This is an optimization exercise on Yosys and OpenROAD, whose aim is small area and a short achievable clock period, not a production implementation.
Only simulation tests tie the RTL to the original design; equivalence was not proved.
Power and IR drop assume default switching activity.

Design lru_replace_ctrl, start of the top module:
module lru_replace_ctrl #(
    parameter int WAYS  = lru_pkg::WAYS,
    parameter int IDX_W = lru_pkg::IDX_W
) (
    input  logic             clk,
    input  logic             rst,
    input  logic             i_req_valid,
    output logic             o_req_ready,
    input  logic [IDX_W-1:0] i_req_addr_7,
    input  logic [WAYS-1:0]  i_req_match_8,
    output logic [IDX_W-1:0] o_lru_addr_7,
    output logic [WAYS-1:0]  o_lru_hit_way_8,
    output logic             o_lru_hit_sig,
    output logic             o_lru_update,
    input  logic [WAYS-1:0]  i_lru_flag_8,
    output logic             o_refill_valid,
    output logic [WAYS-1:0]  o_refill_way_8,
    output logic [IDX_W-1:0] o_refill_addr_7,
    input  logic             i_refill_done,
    output logic             o_resp_valid,
    output logic             o_resp_hit,
    output logic [WAYS-1:0]  o_resp_way_8,
    input  logic             i_resp_ready,
    output logic             o_multi_hit_err
);
For scale: roughly 1400 cells after synthesis, about 500 flip-flops, ~73 I/O pins, roughly 0.016 mm² of cells after synthesis.
==> flow/config.mk <==
export PLATFORM = sky130hd
export DESIGN_NAME = lru_replace_ctrl
export DESIGN_NICKNAME = lru_replace_ctrl
export VERILOG_FILES = /design/flow/design.v
export SDC_FILE = /design/flow/constraint.sdc
export NUM_CORES = 4
export LEC_CHECK = 0
export ABC_AREA = 1
export CAP_MARGIN = 20
export CORE_MARGIN = 2
export CORE_UTILIZATION = 65
export CTS_CLUSTER_DIAMETER = 100
export CTS_CLUSTER_SIZE = 28
export SETUP_SLACK_MARGIN = 4.6
export SLEW_MARGIN = 20
==> flow/constraint.sdc <==
create_clock -name core_clock -period 8.0 [get_ports {clk}]
set_input_delay 1.6000 -clock core_clock [delete_from_list [all_inputs] [get_ports {clk}]]
set_output_delay 1.6000 -clock core_clock [all_outputs]
set_load 0.01 [all_outputs]
standard.sh (not shown) runs the stock make flow with config.mk's settings and CLKGATE_MAP_FILE= SYNTH_SCRIPT=/design/flow/synth_recipe.tcl, a recipe that flattens the netlist after the stock synthesis.
==> flow/flow/run.sh <==
#!/bin/bash
# The standard layout (standard.sh, its synthesis script included) with
# three changes:
#  - ABC maps the logic with flow/abc_area.script (ABC_AREA is 1), an
#    area-recovering mapping, in place of ORFS's abc_area.script; the flow
#    scripts are otherwise ORFS's own, copied unchanged;
#  - the port buffers are plain buffers;
#  - timing repair may change a cell's footprint when it resizes it.
set -e
rm -rf scripts_abc
cp -r "$FLOW_HOME/scripts" scripts_abc
cp flow/abc_area.script scripts_abc/abc_area.script
bash standard.sh SCRIPTS_DIR="$PWD/scripts_abc" MATCH_CELL_FOOTPRINT=0 \
    "BUFFER_PORTS_ARGS=-buffer_cell sky130_fd_sc_hd__buf_2" finish > standard.log 2>&1
==> flow/flow/abc_area.script <==
&get -n
&st
&dch
&nf -R 1000
&put
topo
stime -c
buffer -c
upsize -c
dnsize -c
The baseline went through all stages and came out clean.
==> next run, changes <==
- CORE_UTILIZATION: 65 -> 35
- CTS_CLUSTER_SIZE: 28 -> 30
Outcome:
- final cell count rises by 15%
- utilization falls by 34 points
- worst setup slack hardly moves
- power shrinks by 1.1%
- area after synthesis does not change
- sequential share of layout area goes down by 0.58 points
==> next run, changes <==
- CTS_CLUSTER_SIZE: 30 -> 28
- SETUP_SLACK_MARGIN: 4.6 -> 4.5
What happened: Hold slack gets better by 0.0049 ns; count of clock-buffer cells in the layout stays the same; die area stays the same; sequential share of layout area came out higher by 0.29 points.
==> next run, changes <==
- CORE_UTILIZATION: 35 -> 55
- SETUP_SLACK_MARGIN: 4.5 -> 4.6
After rerunning: Worst setup slack gets better by 0.063 ns; synthesized area does not change; critical path depth falls by 3; total power barely changes; die area went down by 36%; global-route usage came out higher by 11 points; worst hold slack improves by 0.0041 ns.


The RTL this note starts from:
==> flow/design.v <==
package lru_pkg;
    localparam int WAYS  = 8;
    localparam int IDX_W = 7;
    typedef enum logic [2:0] {
        ST_IDLE   = 3'd0,
        ST_LOOKUP = 3'd1,
        ST_REFILL = 3'd2,
        ST_UPDATE = 3'd3,
        ST_RESP   = 3'd4
    } state_e;
endpackage
module lru_victim_sel #(
    parameter int WAYS = lru_pkg::WAYS
) (
    input  logic [3:0]      i_nvalid,
    input  logic [3:0]      i_first,
    input  logic [3:0]      i_second,
    input  logic [WAYS-1:0] i_lru_flag,
    output logic            o_hit,
    output logic            o_multi_hit,
    output logic [2:0]      o_way_idx,
    output logic            o_notfull
);
    logic [2:0] flag_idx;
    logic       flag_onehot;
    always_comb begin
        o_hit       = (i_first < i_nvalid);
        o_multi_hit = (i_second < i_nvalid);
        flag_onehot = (i_lru_flag != '0) &&
                      ((i_lru_flag & (i_lru_flag - WAYS'(1))) == '0);
        flag_idx    = '0;
        for (int k = 0; k < WAYS; k++) begin
            if (i_lru_flag[k]) flag_idx = flag_idx | 3'(k);
        end
        o_notfull   = !i_nvalid[3];
        if (o_hit)            o_way_idx = i_first[2:0];
        else if (o_notfull)   o_way_idx = i_nvalid[2:0];
        else if (flag_onehot) o_way_idx = flag_idx;
        else                  o_way_idx = 3'd7;
    end
endmodule
module lru_replace_ctrl #(
    parameter int WAYS  = lru_pkg::WAYS,
    parameter int IDX_W = lru_pkg::IDX_W
) (
    input  logic             clk,
    input  logic             rst,
    input  logic             i_req_valid,
    output logic             o_req_ready,
    input  logic [IDX_W-1:0] i_req_addr_7,
    input  logic [WAYS-1:0]  i_req_match_8,
    output logic [IDX_W-1:0] o_lru_addr_7,
    output logic [WAYS-1:0]  o_lru_hit_way_8,
    output logic             o_lru_hit_sig,
    output logic             o_lru_update,
    input  logic [WAYS-1:0]  i_lru_flag_8,
    output logic             o_refill_valid,
    output logic [WAYS-1:0]  o_refill_way_8,
    output logic [IDX_W-1:0] o_refill_addr_7,
    input  logic             i_refill_done,
    output logic             o_resp_valid,
    output logic             o_resp_hit,
    output logic [WAYS-1:0]  o_resp_way_8,
    input  logic             i_resp_ready,
    output logic             o_multi_hit_err
);
    localparam int RINGS = (1 << IDX_W) / 8;
    localparam int RW    = IDX_W - 3;
    function automatic logic [6:0] pair_enc(input logic [3:0] a, input logic [3:0] b);
        if (a[3])      pair_enc = {3'b100, b};
        else if (b[3]) pair_enc = {4'b1100, a[2:0]};
        else           pair_enc = {1'b0, a[2:0], b[2:0]};
    endfunction
    function automatic logic [3:0] pair_a(input logic [6:0] c);
        if (!c[6])     pair_a = {1'b0, c[5:3]};
        else if (!c[5]) pair_a = 4'd8;
        else           pair_a = {1'b0, c[2:0]};
    endfunction
    function automatic logic [3:0] pair_b(input logic [6:0] c);
        if (!c[6])     pair_b = {1'b0, c[2:0]};
        else if (!c[5]) pair_b = c[3:0];
        else           pair_b = 4'd8;
    endfunction
    logic st_idle, st_lookup, st_refill, st_update, st_resp;
    logic [1:0]       ptr_q;
    logic             swept_q;
    logic [IDX_W-1:0] addr_q;
    logic [3:0]       first_q;
    logic [3:0]       second_q;
    logic [3:0]       first_d;
    logic [3:0]       second_d;
    logic [6:0]       ccode_q;
    logic             cclean_q;
    logic [2:0]       way_q;
    logic             hit_q;
    logic             promote_q;
    logic [6:0]       wcode_q;
    logic [6:0]       pc [RINGS][4];
    logic             sel_hit, sel_multi, sel_notfull;
    logic [2:0]       sel_way;
    logic [6:0]       code;
    logic [3:0]       cnt_a, cnt_b, new_a, new_b;
    logic             fill;
    logic [6:0]       new_code;
    logic [6:0]       wr_code;
    logic [RINGS-1:0] we;
    logic [1:0]       rd_pos;
    logic             rd_clean;
    logic [6:0]       rd_code [4];
    always_comb begin
        code  = cclean_q ? ccode_q : 7'd0;
        cnt_a = pair_a(code);
        cnt_b = pair_b(code);
    end
    lru_victim_sel #(.WAYS(WAYS)) u_sel (
        .i_nvalid    (addr_q[0] ? cnt_b : cnt_a),
        .i_first     (first_q),
        .i_second    (second_q),
        .i_lru_flag  (i_lru_flag_8),
        .o_hit       (sel_hit),
        .o_multi_hit (sel_multi),
        .o_way_idx   (sel_way),
        .o_notfull   (sel_notfull)
    );
    always_ff @(posedge clk or posedge rst) begin
        if (rst) begin
            st_idle   <= 1'b1;
            st_lookup <= 1'b0;
            st_refill <= 1'b0;
            st_update <= 1'b0;
            st_resp   <= 1'b0;
            ptr_q     <= '0;
            swept_q   <= 1'b0;
        end else begin
            st_idle   <= (st_idle && !i_req_valid) || (st_resp && i_resp_ready);
            st_lookup <= st_idle && i_req_valid;
            st_refill <= (st_lookup && !sel_hit) || (st_refill && !i_refill_done);
            st_update <= (st_lookup && sel_hit) || (st_refill && i_refill_done);
            st_resp   <= st_update || (st_resp && !i_resp_ready);
            ptr_q     <= ptr_q + 2'd1;
            if (ptr_q == 2'd3) swept_q <= 1'b1;
        end
    end
    always_comb begin
        for (int j = 0; j < 4; j++) begin
            rd_code[j] = pc[i_req_addr_7[IDX_W-1:3]][j];
        end
        rd_pos   = i_req_addr_7[2:1] + ptr_q;
        rd_clean = swept_q || (rd_pos < ptr_q);
        first_d  = 4'd8;
        second_d = 4'd8;
        for (int k = WAYS-1; k >= 0; k--) begin
            if (i_req_match_8[k]) begin
                second_d = first_d;
                first_d  = 4'(k);
            end
        end
    end
    always_ff @(posedge clk) begin
        first_q  <= first_d;
        second_q <= second_d;
        ccode_q  <= rd_code[rd_pos];
        cclean_q <= rd_clean;
        if (st_idle) addr_q <= i_req_addr_7;
        if (st_lookup) begin
            way_q     <= sel_way;
            hit_q     <= sel_hit;
            promote_q <= sel_hit || sel_notfull;
            wcode_q   <= new_code;
        end
    end
    always_comb begin
        fill     = !sel_hit && sel_notfull;
        new_a    = (fill && !addr_q[0]) ? cnt_a + 4'd1 : cnt_a;
        new_b    = (fill &&  addr_q[0]) ? cnt_b + 4'd1 : cnt_b;
        new_code = pair_enc(new_a, new_b);
        wr_code  = st_lookup ? new_code : wcode_q;
        for (int r = 0; r < RINGS; r++) begin
            we[r] = !st_idle && (addr_q[IDX_W-1:3] == RW'(r)) &&
                    (2'(addr_q[2:1] + ptr_q) == 2'd3);
        end
    end
    always_ff @(posedge clk) begin
        for (int r = 0; r < RINGS; r++) begin
            pc[r][0] <= we[r] ? wr_code : (swept_q ? pc[r][3] : 7'd0);
            for (int j = 1; j < 4; j++) begin
                pc[r][j] <= pc[r][j-1];
            end
        end
    end
    logic [WAYS-1:0] way_dec;
    always_comb begin
        for (int k = 0; k < WAYS; k++) begin
            way_dec[k] = (way_q == 3'(k));
        end
        o_req_ready     = st_idle && !rst;
        o_lru_addr_7    = st_idle ? '0 : addr_q;
        o_refill_addr_7 = st_idle ? '0 : addr_q;
        o_multi_hit_err = st_lookup && sel_multi;
        o_refill_valid  = st_refill;
        o_refill_way_8  = st_refill ? way_dec : '0;
        o_lru_update    = st_update;
        o_lru_hit_sig   = st_update && promote_q;
        o_lru_hit_way_8 = (st_update && promote_q) ? way_dec : '0;
        o_resp_valid    = st_resp;
        o_resp_hit      = st_resp && hit_q;
        o_resp_way_8    = st_resp ? way_dec : '0;
    end
endmodule
make LEC_CHECK=0 CAP_MARGIN=20 CORE_MARGIN=2 CORE_UTILIZATION=35 CTS_CLUSTER_DIAMETER=100 CTS_CLUSTER_SIZE=25 SETUP_SLACK_MARGIN=4 SLEW_MARGIN=20 finish   # period 8.0 ns
run.sh (not shown) runs the stock make flow with config.mk's settings and CLKGATE_MAP_FILE= SYNTH_SCRIPT=/design/flow/synth_recipe.tcl, a recipe that flattens the netlist after the stock synthesis.
Stock flow here: none of the scripts above is used.
The starting point completed without violations.
Change:
==> flow/flow/run.sh (new file) <==
#!/bin/bash
# The standard layout (the standard.sh, standard synthesis included),
# with the port buffers made of plain buffers and timing repair allowed to
# change a cell's footprint when it resizes it.
bash standard.sh MATCH_CELL_FOOTPRINT=0 "BUFFER_PORTS_ARGS=-buffer_cell sky130_fd_sc_hd__buf_2" finish > standard.log 2>&1
==> flow/standard.sh (new file) <==
#!/bin/bash
# synth_recipe.tcl (not shown) runs the flow's synth.tcl, then flattens the netlist and writes it again
# the make line also repeats each setting of config.mk as NAME=value (left out here)
make -C /OpenROAD-flow-scripts/flow DESIGN_CONFIG=/design/flow/config.mk WORK_HOME=/design/flow/orfs CLKGATE_MAP_FILE= SYNTH_SCRIPT=/design/flow/synth_recipe.tcl "${@:-finish}"
- CTS_CLUSTER_SIZE: 25 -> 30
- SETUP_SLACK_MARGIN: 4 -> 5.0
removed: flow/run.sh
The new run completed with no timing, DRC or antenna violations; routed wire length goes up by about 12%; design area goes up by 6.0%; via count goes up by 4.3%; area after synthesis stays the same; final cell count goes up by 3.5%; sequential power barely changes; fmax goes up by about 0.7%; power goes up by 1.4%; setup slack is better by 0.030 ns; critical path depth goes up by 1.

## afterwards: timing with drivers on the ports
The flow's constraints put no driver on any port. The routed layouts listed below were extracted and timed again, unchanged, in two steps.
Step 1: set_driving_cell puts a clkbuf_16 on clk and a buf_2 on each other input, an assumption about the parent block.
Step 2 times the ports against the registers' clock, not the clock port: input delays grow and output delays shrink by t, the midpoint of the rising clock arrivals with the driver on.
Three values: ideal, step 1, step 2; two values: the first two.
run | t, ns | slack for setup (ns) | latest minus earliest clock arrival (ns) | cell pins on the clock port's net
the first run of note 1 | 0.585 | 4.506 / 4.464 / 4.028 | 0.017 / 0.017 | 1
the second run of note 1 | 0.581 | 4.507 / 4.458 / 4.125 | 0.027 / 0.027 | 1
the third run of note 1 | 0.588 | 4.467 / 4.418 / 3.996 | 0.026 / 0.026 | 1
the fourth run of note 1 | 0.608 | 4.530 / 4.496 / 4.064 | 0.026 / 0.026 | 1
the first run of note 2 | 0.599 | 3.866 / 3.816 / 3.679 | 0.027 / 0.027 | 1
the second run of note 2 | 0.606 | 3.896 / 3.845 / 4.348 | 0.037 / 0.038 | 1
After both steps every run listed still meets setup and hold. For the first run of note 1, which loses most, drivers alone change the setup slack by -0.042 ns; drivers and shift together by -0.478 ns.
